This design comes from an exercise in tuning for small area, a short achievable clock period and few clock cycles on the open sky130 flow, not from production work.
The RTL was checked by simulation tests, not by an equivalence proof against the original design.
Power figures rest on the tool's default switching activity, not on a simulated workload.

==> design/flow/design.v <==
`timescale 1ns / 1ps
package pcsp_pkg;
  function automatic longint unsigned pow10(input int n);
    longint unsigned p;
    p = 64'd1;
    for (int i = 0; i < n; i++) begin
      p = p * 64'd10;
    end
    pow10 = p;
  endfunction
  localparam int MAX_DIGITS = 10;
  localparam int COORD_BITS = 58;
  localparam longint unsigned ACC_HI_LIMIT = pow10(MAX_DIGITS - 1);
  localparam longint unsigned ACC_HI_SAT   = pow10(MAX_DIGITS - 2);
  localparam int              ACC_HI_BITS  = $clog2(ACC_HI_LIMIT);
  localparam int PADDR_BITS = 4;
  localparam int PDATA_BITS = 32;
  localparam logic [1:0] REG_X_DECIMALS = 2'd0;
  localparam logic [1:0] REG_Y_DECIMALS = 2'd1;
  localparam logic [1:0] REG_INCH_UNITS = 2'd2;
  localparam logic [7:0] CH_LF  = 8'd10;
  localparam logic [7:0] CH_CR  = 8'd13;
  localparam logic [7:0] CH_PCT = 8'h25;
  localparam logic [7:0] CH_0   = 8'h30;
  localparam logic [7:0] CH_9   = 8'h39;
  localparam logic [7:0] CH_D   = 8'h44;
  localparam logic [7:0] CH_X   = 8'h58;
  localparam logic [7:0] CH_Y   = 8'h59;
  localparam int SCALE_HI_BITS = 28;
  localparam int SCALE_LO_BITS = 25;
  localparam int FINE_LO_BITS  = 8;
  typedef enum logic [1:0] {
    EV_SEGMENT  = 2'd0,
    EV_APERTURE = 2'd1,
    EV_UNKNOWN  = 2'd2
  } pcsp_event_t;
  typedef enum logic [5:0] {
    M_LINE_START = 6'b000001,
    M_IN_LINE    = 6'b000010,
    M_XDIG       = 6'b000100,
    M_YDIG       = 6'b001000,
    M_DCODE      = 6'b010000,
    M_SKIP       = 6'b100000
  } pcsp_mode_t;
  typedef struct packed {
    logic [2:0] x_decimals;
    logic [2:0] y_decimals;
    logic       inch_units;
  } pcsp_cfg_t;
  typedef struct packed {
    pcsp_event_t           event_res;
    logic [COORD_BITS-1:0] x_from;
    logic [COORD_BITS-1:0] y_from;
    logic [COORD_BITS-1:0] x_to;
    logic [COORD_BITS-1:0] y_to;
    logic [6:0]            code_number;
  } pcsp_res_t;
endpackage
`timescale 1ns / 1ps
import pcsp_pkg::*;
module pcsp_cfg (
  input  logic                           clk,
  input  logic                           rst,
  input  logic                           psel,
  input  logic                           penable,
  input  logic                           pwrite,
  input  logic [pcsp_pkg::PADDR_BITS-1:0] paddr,
  input  logic [pcsp_pkg::PDATA_BITS-1:0] pwdata,
  output logic [pcsp_pkg::PDATA_BITS-1:0] prdata,
  output logic                           pready,
  output pcsp_pkg::pcsp_cfg_t            cfg
);
  logic       wr_en;
  logic [1:0] reg_idx;
  assign pready  = 1'b1;
  assign wr_en   = psel && penable && pwrite;
  assign reg_idx = paddr[3:2];
  always_ff @(posedge clk) begin
    if (rst) begin
      cfg <= '0;
    end else if (wr_en) begin
      unique case (reg_idx)
        REG_X_DECIMALS: cfg.x_decimals <= pwdata[2:0];
        REG_Y_DECIMALS: cfg.y_decimals <= pwdata[2:0];
        REG_INCH_UNITS: cfg.inch_units <= pwdata[0];
        default: ;
      endcase
    end
  end
  always_comb begin
    prdata = '0;
    unique case (reg_idx)
      REG_X_DECIMALS: prdata[2:0] = cfg.x_decimals;
      REG_Y_DECIMALS: prdata[2:0] = cfg.y_decimals;
      REG_INCH_UNITS: prdata[0]   = cfg.inch_units;
      default: ;
    endcase
  end
endmodule
`timescale 1ns / 1ps
import pcsp_pkg::*;
module pcsp_obuf (
  input  logic                clk,
  input  logic                rst,
  input  logic                push,
  input  pcsp_pkg::pcsp_res_t push_data,
  output logic                full,
  output logic                out_valid,
  input  logic                out_stall,
  output pcsp_pkg::pcsp_res_t out_data
);
  logic      skid_valid;
  pcsp_pkg::pcsp_res_t skid_data;
  logic      pop;
  assign pop  = out_valid && !out_stall;
  assign full = skid_valid;
  always_ff @(posedge clk) begin
    if (rst) begin
      out_valid  <= 1'b0;
      skid_valid <= 1'b0;
    end else if (skid_valid) begin
      if (pop) begin
        skid_valid <= 1'b0;
      end
    end else if (push) begin
      if (out_valid && !pop) begin
        skid_valid <= 1'b1;
      end else begin
        out_valid <= 1'b1;
      end
    end else if (pop) begin
      out_valid <= 1'b0;
    end
  end
  always_ff @(posedge clk) begin
    if (skid_valid) begin
      if (pop) begin
        out_data <= skid_data;
      end
    end else if (push) begin
      if (out_valid && !pop) begin
        skid_data <= push_data;
      end else begin
        out_data <= push_data;
      end
    end
  end
endmodule
`timescale 1ns / 1ps
import pcsp_pkg::*;
module pcsp_scale (
  input  logic [pcsp_pkg::ACC_HI_BITS-1:0] acc_hi,
  input  logic [3:0]                       acc_lo,
  input  logic [2:0]                       decimals,
  input  logic                             inch_units,
  output logic [pcsp_pkg::COORD_BITS-1:0]  nm
);
  function automatic logic [SCALE_HI_BITS-1:0] scale_hi_mm(input logic [2:0] d);
    scale_hi_mm = (d == 3'd0) ? 28'd10000000 :
        (d == 3'd1) ? 28'd1000000 :
        (d == 3'd2) ? 28'd100000 :
        (d == 3'd3) ? 28'd10000 :
        (d == 3'd4) ? 28'd1000 :
        (d == 3'd5) ? 28'd100 :
        28'd10;
  endfunction
  function automatic logic [SCALE_LO_BITS-1:0] scale_lo_mm(input logic [2:0] d);
    scale_lo_mm = (d == 3'd0) ? 25'd1000000 :
        (d == 3'd1) ? 25'd100000 :
        (d == 3'd2) ? 25'd10000 :
        (d == 3'd3) ? 25'd1000 :
        (d == 3'd4) ? 25'd100 :
        (d == 3'd5) ? 25'd10 :
        25'd1;
  endfunction
  function automatic logic [SCALE_HI_BITS-1:0] scale_hi_in(input logic [2:0] d);
    scale_hi_in = (d == 3'd0) ? 28'd254000000 :
        (d == 3'd1) ? 28'd25400000 :
        (d == 3'd2) ? 28'd2540000 :
        (d == 3'd3) ? 28'd254000 :
        (d == 3'd4) ? 28'd25400 :
        (d == 3'd5) ? 28'd2540 :
        28'd254;
  endfunction
  function automatic logic [SCALE_LO_BITS-1:0] scale_lo_in(input logic [2:0] d);
    scale_lo_in = (d == 3'd0) ? 25'd25400000 :
        (d == 3'd1) ? 25'd2540000 :
        (d == 3'd2) ? 25'd254000 :
        (d == 3'd3) ? 25'd25400 :
        (d == 3'd4) ? 25'd2540 :
        (d == 3'd5) ? 25'd254 :
        25'd0;
  endfunction
  function automatic logic [FINE_LO_BITS-1:0] fine_lo_in(input logic [3:0] v);
    fine_lo_in = (v == 4'd0) ? 8'd0 :
        (v == 4'd1) ? 8'd25 :
        (v == 4'd2) ? 8'd51 :
        (v == 4'd3) ? 8'd76 :
        (v == 4'd4) ? 8'd102 :
        (v == 4'd5) ? 8'd127 :
        (v == 4'd6) ? 8'd152 :
        (v == 4'd7) ? 8'd178 :
        (v == 4'd8) ? 8'd203 :
        (v == 4'd9) ? 8'd229 :
        8'd0;
  endfunction
  localparam int PROD_BITS = ACC_HI_BITS + SCALE_HI_BITS;
  localparam int LO_BITS   = 4 + SCALE_LO_BITS;
  logic [SCALE_HI_BITS-1:0] k_hi;
  logic [SCALE_LO_BITS-1:0] k_lo;
  logic [PROD_BITS-1:0]     hi_prod;
  logic [LO_BITS-1:0]       lo_term;
  logic                     fine_inch;
  assign k_hi      = inch_units ? scale_hi_in(decimals) : scale_hi_mm(decimals);
  assign k_lo      = inch_units ? scale_lo_in(decimals) : scale_lo_mm(decimals);
  assign fine_inch = inch_units && (decimals >= 3'd6);
  assign hi_prod = PROD_BITS'(acc_hi) * PROD_BITS'(k_hi);
  assign lo_term = fine_inch ? LO_BITS'(fine_lo_in(acc_lo))
                             : LO_BITS'(acc_lo) * LO_BITS'(k_lo);
  assign nm = COORD_BITS'(hi_prod) + COORD_BITS'(lo_term);
endmodule
`timescale 1ns / 1ps
import pcsp_pkg::*;
module pcsp_parse (
  input  logic                 clk,
  input  logic                 rst,
  input  logic                 beat,
  input  logic [7:0]           ch,
  input  pcsp_pkg::pcsp_cfg_t  cfg,
  output logic                 push,
  output pcsp_pkg::pcsp_res_t  res
);
  pcsp_pkg::pcsp_mode_t              mode, mode_next;
  logic                    line_has_coord, line_has_coord_next;
  logic [ACC_HI_BITS-1:0]  acc_hi, acc_hi_next;
  logic [3:0]              acc_lo, acc_lo_next;
  logic [6:0]              dval, dval_next;
  logic [1:0]              dseen, dseen_next;
  logic [COORD_BITS-1:0]   pos_x, pos_x_next, pos_y, pos_y_next;
  logic [COORD_BITS-1:0]   prev_x, prev_x_next, prev_y, prev_y_next;
  logic                    is_digit;
  logic [3:0]              dig;
  logic [2:0]              word_dec;
  logic [COORD_BITS-1:0]   word_nm;
  logic [6:0]              code_sel;
  logic                    fin_emit;
  pcsp_pkg::pcsp_event_t             fin_ev;
  pcsp_pkg::pcsp_mode_t              base_mode;
  assign is_digit = (ch >= CH_0) && (ch <= CH_9);
  assign dig      = ch[3:0];
  assign word_dec = (mode == M_YDIG) ? cfg.y_decimals : cfg.x_decimals;
  pcsp_scale u_scale (
    .acc_hi     (acc_hi),
    .acc_lo     (acc_lo),
    .decimals   (word_dec),
    .inch_units (cfg.inch_units),
    .nm         (word_nm)
  );
  always_comb begin
    code_sel = dval;
    if (ch != CH_LF && dseen == 2'd1 && is_digit) begin
      code_sel = 7'(dval * 7'd10) + 7'(dig);
    end
  end
  always_comb begin
    fin_emit = 1'b1;
    fin_ev   = EV_UNKNOWN;
    if (code_sel >= 7'd10) begin
      fin_ev = EV_APERTURE;
    end else if (code_sel == 7'd1 || code_sel == 7'd3) begin
      fin_ev   = EV_SEGMENT;
      fin_emit = line_has_coord;
    end else if (code_sel == 7'd2) begin
      fin_emit = 1'b0;
    end else begin
      fin_ev = EV_UNKNOWN;
    end
  end
  always_comb begin
    res             = '0;
    res.event_res   = fin_ev;
    res.code_number = code_sel;
    if (fin_ev == EV_SEGMENT) begin
      res.x_from = prev_x;
      res.y_from = prev_y;
      res.x_to   = pos_x;
      res.y_to   = pos_y;
    end
  end
  always_comb begin
    mode_next           = mode;
    line_has_coord_next = line_has_coord;
    acc_hi_next         = acc_hi;
    acc_lo_next         = acc_lo;
    dval_next           = dval;
    dseen_next          = dseen;
    pos_x_next          = pos_x;
    pos_y_next          = pos_y;
    prev_x_next         = prev_x;
    prev_y_next         = prev_y;
    base_mode           = mode;
    push                = 1'b0;
    if (beat && ch != CH_CR) begin
      unique case (mode)
        M_SKIP: begin
          if (ch == CH_LF) begin
            mode_next           = M_LINE_START;
            line_has_coord_next = 1'b0;
            acc_hi_next         = '0;
            acc_lo_next         = '0;
          end
        end
        M_DCODE: begin
          if (ch == CH_LF) begin
            push                = fin_emit;
            dseen_next          = 2'd0;
            mode_next           = M_LINE_START;
            line_has_coord_next = 1'b0;
            acc_hi_next         = '0;
            acc_lo_next         = '0;
          end else if (dseen == 2'd0) begin
            dval_next  = is_digit ? 7'(dig) : 7'd0;
            dseen_next = is_digit ? 2'd1 : 2'd2;
          end else begin
            push       = fin_emit;
            dval_next  = code_sel;
            dseen_next = 2'd0;
            mode_next  = M_IN_LINE;
          end
        end
        M_LINE_START, M_IN_LINE, M_XDIG, M_YDIG: begin
          if ((mode == M_XDIG || mode == M_YDIG) && is_digit) begin
            if (acc_hi >= ACC_HI_BITS'(ACC_HI_SAT)) begin
              acc_hi_next = ACC_HI_BITS'(ACC_HI_LIMIT - 64'd1);
              acc_lo_next = 4'd9;
            end else begin
              acc_hi_next = ACC_HI_BITS'(acc_hi * ACC_HI_BITS'(10)) + ACC_HI_BITS'(acc_lo);
              acc_lo_next = dig;
            end
          end else begin
            if (mode == M_XDIG || mode == M_YDIG) begin
              if (mode == M_XDIG) begin
                pos_x_next = word_nm;
              end else begin
                pos_y_next = word_nm;
              end
              acc_hi_next = '0;
              acc_lo_next = '0;
              base_mode   = M_IN_LINE;
            end
            if (ch == CH_LF) begin
              mode_next           = M_LINE_START;
              line_has_coord_next = 1'b0;
              acc_hi_next         = '0;
              acc_lo_next         = '0;
            end else if (ch == CH_PCT && base_mode == M_LINE_START) begin
              mode_next = M_SKIP;
            end else if (ch == CH_X || ch == CH_Y) begin
              if (!line_has_coord) begin
                prev_x_next = pos_x;
                prev_y_next = pos_y;
              end
              line_has_coord_next = 1'b1;
              acc_hi_next         = '0;
              acc_lo_next         = '0;
              mode_next           = (ch == CH_X) ? M_XDIG : M_YDIG;
            end else if (ch == CH_D) begin
              dval_next  = '0;
              dseen_next = 2'd0;
              mode_next  = M_DCODE;
            end else begin
              mode_next = M_IN_LINE;
            end
          end
        end
        default: mode_next = M_LINE_START;
      endcase
    end
  end
  always_ff @(posedge clk) begin
    if (rst) begin
      mode           <= M_LINE_START;
      line_has_coord <= 1'b0;
      acc_hi         <= '0;
      acc_lo         <= '0;
      dval           <= '0;
      dseen          <= '0;
      pos_x          <= '0;
      pos_y          <= '0;
      prev_x         <= '0;
      prev_y         <= '0;
    end else begin
      mode           <= mode_next;
      line_has_coord <= line_has_coord_next;
      acc_hi         <= acc_hi_next;
      acc_lo         <= acc_lo_next;
      dval           <= dval_next;
      dseen          <= dseen_next;
      pos_x          <= pos_x_next;
      pos_y          <= pos_y_next;
      prev_x         <= prev_x_next;
      prev_y         <= prev_y_next;
    end
  end
endmodule
`timescale 1ns / 1ps
import pcsp_pkg::*;
module plot_command_stream_parser_core (
  input  logic                                  clk,
  input  logic                                  rst,
  input  logic                                  psel,
  input  logic                                  penable,
  input  logic                                  pwrite,
  input  logic [pcsp_pkg::PADDR_BITS-1:0]        paddr,
  input  logic [pcsp_pkg::PDATA_BITS-1:0]        pwdata,
  output logic [pcsp_pkg::PDATA_BITS-1:0]        prdata,
  output logic                                  pready,
  input  logic                                  in_valid,
  output logic                                  in_stall,
  input  logic [7:0]                            ch,
  output logic                                  out_valid,
  input  logic                                  out_stall,
  output logic [1:0]                            event_res,
  output logic [pcsp_pkg::COORD_BITS-1:0]        x_from,
  output logic [pcsp_pkg::COORD_BITS-1:0]        y_from,
  output logic [pcsp_pkg::COORD_BITS-1:0]        x_to,
  output logic [pcsp_pkg::COORD_BITS-1:0]        y_to,
  output logic [6:0]                            code_number
);
  pcsp_pkg::pcsp_cfg_t cfg;
  pcsp_pkg::pcsp_res_t res, out_res;
  logic      push;
  logic      full;
  logic      beat;
  assign in_stall = full;
  assign beat     = in_valid && !in_stall;
  pcsp_cfg u_cfg (
    .clk     (clk),
    .rst     (rst),
    .psel    (psel),
    .penable (penable),
    .pwrite  (pwrite),
    .paddr   (paddr),
    .pwdata  (pwdata),
    .prdata  (prdata),
    .pready  (pready),
    .cfg     (cfg)
  );
  pcsp_parse u_parse (
    .clk  (clk),
    .rst  (rst),
    .beat (beat),
    .ch   (ch),
    .cfg  (cfg),
    .push (push),
    .res  (res)
  );
  pcsp_obuf u_obuf (
    .clk       (clk),
    .rst       (rst),
    .push      (push),
    .push_data (res),
    .full      (full),
    .out_valid (out_valid),
    .out_stall (out_stall),
    .out_data  (out_res)
  );
  assign event_res   = out_res.event_res;
  assign x_from      = out_res.x_from;
  assign y_from      = out_res.y_from;
  assign x_to        = out_res.x_to;
  assign y_to        = out_res.y_to;
  assign code_number = out_res.code_number;
endmodule
==> design/flow/run.sh <==
#!/bin/bash
# synth_recipe.tcl (not shown) runs the flow's synth.tcl, then flattens the netlist and writes it again
# the make line also repeats each setting of config.mk as NAME=value (left out here)
make -C /OpenROAD-flow-scripts/flow DESIGN_CONFIG=/design/flow/config.mk WORK_HOME=/design/flow/orfs CLKGATE_MAP_FILE= SYNTH_SCRIPT=/design/flow/synth_recipe.tcl finish
==> design/flow/config.mk <==
export PLATFORM = sky130hd
export DESIGN_NAME = plot_command_stream_parser_core
export DESIGN_NICKNAME = plot_command_stream_parser_core
export VERILOG_FILES = /design/flow/design.v
export SDC_FILE = /design/flow/constraint.sdc
export NUM_CORES = 4
export LEC_CHECK = 0
export CAP_MARGIN = 20
export CORE_MARGIN = 2
export CORE_UTILIZATION = 40
export SLEW_MARGIN = 20
==> design/flow/constraint.sdc <==
create_clock -name core_clock -period 11.0 [get_ports {clk}]
set_input_delay 2.2000 -clock core_clock [delete_from_list [all_inputs] [get_ports {clk}]]
set_output_delay 2.2000 -clock core_clock [all_outputs]
set_load 0.01 [all_outputs]
==> impl_results.md <==
* DP Area at 0.0685 mm²
* GRT busiest layer: met2
* R2r setup slk at 710 ps
* Io pins at 327
* Fillers at 15.0k
* Synth warn at 4
* Fin. Hold Viols at 0
* Antenna violations before repair at 4
* Peak VDD IR at 110 µV
* Syn Inst Count at 6450
* Routing usage on met3 at 0.0298
* Fin. max-slew vios at 0
* Worst-path cell with the longest stage delay: mux2i_1
* Dpl hpwl at between 100000 and 150000 µm
* Drt initial violations at 3424
* Vias in the first global route at about 46k
* Leakage power total at roughly 32 nW
* Drt drc at 0
* Post-synth ARST share at 0
* CP max stage delay at roughly 600 ps
* # nets final at approximately 7.7k
* Worst Reg-to-Reg Cells at 34
* Worst Hold Class: reg2reg
* CTS root buffer: clkbuf_16
* CP top delay family: adder cells
* GRT Overall Usage at 0.208
* Max frequency at 97.2 MHz
* CTS max path bufs at 3
* Die area at 0.162 mm²
* Routed Antenna Nets at 0
* Wire per inst at ~20 µm
* Largest net degree at the start of global routing at 234
* Core ar. at 0.158 mm²
* Startpoint Class: flop
* Num Clock Sinks at approximately 770
* Run status: complete, no violations
* Met2 Resource Use GR at 0.334
* Crit path max fanout at 15
* WHS Endpoint: u_parse.prev_x[12]
* Reg2reg end: u_parse.pos_y[57]
* Number of synthesized flops with an enable pin at 482
* Post-Route Skew at 58.9 ps
* Max cap viols at 0
* PostCTS Resize Cnt at 0
* Share of layout cells above drive strength 1 at 0.0861
* TritonCTS clock tree: built
* Vias post-DR at approximately 45k
* Worst relative slew slack at 0.247
* Die Y at between 400 and 500 µm
* Shortest clock period the worst path allows after layout at slightly above 10000 ps
* Synth cell types at 101
* Area grow syn2layout at 11.7%
* Total negative slack at 0 ps
* Finished Core Util at 0.450
* Final instance area at 0.0712 mm²
* Final Setup Violations at 0
* Hold WS at between 400 and 500 ps
* IO buf count at 265
* Crit path top cell by count: fa_1
* GRT Residual Overflow at 0
* Worst Tran Pin Value at approximately 1100 ps
* Final period util at 0.936
* Worst Setup End Kind: flop
* Vias per inst at between 5 and 6
* Synthesized cell area at between 0.06 and 0.07 mm²
* Cts bufs inserted at between 80 and 90
* Seq/Total Area, Yosys at 0.319
* Pre-Repair DR Iteration Count at 6
* RD Place Congestion at 0.903
* Hold_sp: u_parse.pos_x[12]
* Main flop type after synthesis: edfxtp_1
* Initial core utilization at 0.403
* M1 GR Usage at 0.301
* First-pass GRT wire length at 267000 µm
* Flops & latches, synth at 773
* Drt total wl at 170000 µm
* Crit path DAT at 10820 ps
* Pwr/cell area at slightly above 80 mW/mm²
* Number of cell rows at between 100 and 150
* Die X at between 400 and 500 µm
* RSZ-0062 raised after global routing: no
* Worst-Skew Late Latency at 720 ps
* Setup Crit Path Kind: reg2reg
* H-tree levels at 3
* Hold path depth at 2
* CTS clock-pin slew for the worst setup and hold paths at 60 ps
* Buffers & Inverters on Critical Path at 8
* Syn_area_per_cell at around 9.9 µm²
* Reg-to-reg critical path startpoint: u_parse.mode[1]
* Critical Path RT at 11520 ps
-- worst reg2reg max path: cells and delay by family (launching register included) --
| family | cells | cell delay (ps) |
|---|---|---|
| mux | 1 | 610 |
| flops | 1 | 360 |
| buf+inv | 8 | 690 |
| fa+ha+maj | 9 | 4290 |
| simple gates | 6 | 1730 |
| compound gates | 9 | 2230 |
| xor+xnor | 1 | 180 |
-- layout by cell type (no fill, tap or decap), types with 11 or more instances in the layout --
master,Yosys,layout
o21ai_0,107,105
dfxtp_2,0,11
a22oi_1,12,12
nand3_1,48,47
a211oi_1,27,27
buf_4,32,118
a31oi_1,20,20
clkbuf_16,0,81
o211ai_1,18,18
nand2_1,999,999
or3_1,13,12
clkdlybuf4s50_1,0,264
nor2_1,211,205
nand3b_1,33,33
o21bai_1,14,14
a21o_1,68,68
nor4_1,12,12
and3_1,258,256
clkbuf_1,338,27
a21oi_1,361,361
mux2_2,244,244
conb_1,2,30
dfxtp_1,291,279
o21ai_1,12,14
edfxtp_1,482,482
nor2b_1,46,46
nand4_1,25,25
nor3_1,57,53
o21a_1,24,24
inv_1,986,986
ha_1,395,395
xnor2_1,82,82
and2_1,226,226
mux2i_1,18,18
nand2b_1,14,14
xor2_1,41,41
fa_1,734,734
-- how the worst max path moves through the flow --
stage,start,endpoint,slack [ps],cells after the start
6_report,u_parse.mode[1],u_parse.pos_y[57],710,34
5_1_grt,u_parse.mode[1],u_parse.pos_y[57],230,35
4_1_cts,u_parse.mode[0],u_parse.pos_y[57],480,34
3_5_place_dp,u_parse.mode[1],u_parse.pos_y[57],550,34
3_3_place_gp,u_parse.mode[1],u_parse.pos_x[57],770,34
2_1_floorplan,ch[1],u_obuf.skid_data[0],370,10
-- per-layer routing --
metal | up-vias | wire length [µm]
met3 | 193 | 9740
met1 | 22800 | 79800
met2 | 1217 | 77400
li1 | 21000 | -
met4 | 2 | 2810
met5 | - | 7
-- report_power, final --
| part | total, mW | switching, mW | internal, mW |
|---|---|---|---|
| registers | 3.05 | 0.00191 | 3.04 |
| logic | 0.104 | 0.0804 | 0.0237 |
| clock network | 2.74 | 1.21 | 1.52 |
-- logic make-up (layout without fill, tap and decap cells) --
family | Yosys count | in the layout | share of synthesized area
buffers and inverters | 1397 | 1529 | 0.0847
DFF | 773 | 773 | 0.319
adders and majority gates | 1129 | 1129 | 0.308
and+or+nand+nor | 2003 | 2003 | 0.150
AOI/OAI and AO/OA | 758 | 758 | 0.0743
other | 2 | 31 | 0.000118
muxes | 263 | 263 | 0.0462
xor gates and xnor gates | 125 | 125 | 0.0175
-- registers in the layout, summed over array words and instances (netlist names), 7 cells and up --
signal and cells:
u_parse.acc_hi 30, u_parse.pos_y 58, u_parse.dval 7, u_parse.prev_x 58, u_cfg.cfg 7, u_parse.pos_x 58
u_obuf.skid_data 241, u_parse.prev_y 58, u_obuf.out_data 241
-- metrics by stage --
stage	total power, mW	cells	setup WS (ps)
after CTS	5.95	8680	484
after floorplan	3.17	6478	370
after global routing	6.06	8682	226
final	5.89	8683	707
after detailed placement	3.21	8528	545
after global placement	3.21	8528	775
-- cells in the mapped netlist, types with 13 or more instances --
library cell / instances / share of area
nand3b_1: 33 / 0.0039
o211ai_1: 18 / 0.0021
ha_1: 395 / 0.078
a211oi_1: 27 / 0.0032
xor2_1: 41 / 0.0056
xnor2_1: 82 / 0.011
nor2b_1: 46 / 0.0045
nand2_1: 999 / 0.059
or3_1: 13 / 0.0013
buf_2: 27 / 0.0021
and2_1: 226 / 0.022
o21bai_1: 14 / 0.0016
o21ai_0: 107 / 0.0084
inv_1: 986 / 0.058
buf_1: 13 / 0.00077
mux2i_1: 18 / 0.0028
nand2b_1: 14 / 0.0014
buf_4: 32 / 0.0038
clkbuf_1: 338 / 0.020
nor2_1: 211 / 0.012
nand3_1: 48 / 0.0038
a21o_1: 68 / 0.0080
nor3_1: 57 / 0.0045
nand4_1: 25 / 0.0025
edfxtp_1: 482 / 0.23
a21oi_1: 361 / 0.028
a31oi_1: 20 / 0.0020
and3_1: 258 / 0.025
o21a_1: 24 / 0.0028
mux2_2: 244 / 0.043
dfxtp_1: 291 / 0.091
fa_1: 734 / 0.23
-- layout make-up --
| type | count | area [µm²] | share of cell area |
|---|---|---|---|
| clock buffers | 118 | 2270 | 0.0318 |
| inverters | 986 | 3700 | 0.0520 |
| multi-input cells | 4308 | 38200 | 0.537 |
| well taps | 2072 | 2590 | 0.0364 |
| diodes | 1 | 2.50 | 0.0000352 |
| flip-flops and latches | 773 | 20300 | 0.285 |
| repair buffers | 391 | 3690 | 0.0519 |
| clock inverters | 34 | 374 | 0.00526 |
-- timing repair --
action,CTS,global route
hold buffers,0,0
setup buffers,0,2
setup endpoints to repair,0,4
Testbench counts, summed over its fixed seeds: cycles 24,058.

-- port drivers added, routing unchanged --
In the flow no input, the clock included, has a driving cell. The finished layout below was timed again as built, in two steps.
Step 1 (the two cells are an assumption about what drives the block):
set clk [get_ports {clk}]
set_driving_cell -lib_cell sky130_fd_sc_hd__clkbuf_16 $clk
set_driving_cell -lib_cell sky130_fd_sc_hd__buf_2 [delete_from_list [all_inputs] $clk]
Step 2 moves the port delays by t, midway between the first and last clock arrival at a register: inputs arrive t later, outputs are due t later. That takes back most of the time a late clock gives input paths.
Slacks: ideal / step 1 / step 2; pairs: ideal / step 1.
shift t [ns]: 0.774
setup slack, ns: 0.707 / 0.707 / 0.707
slew at the worst register clock pin (ns): 0.08 / 0.08
After both steps setup and hold are still met in this run. The setup slack of this run moves by 0.000 ns with the drivers and by 0.000 ns with both steps.
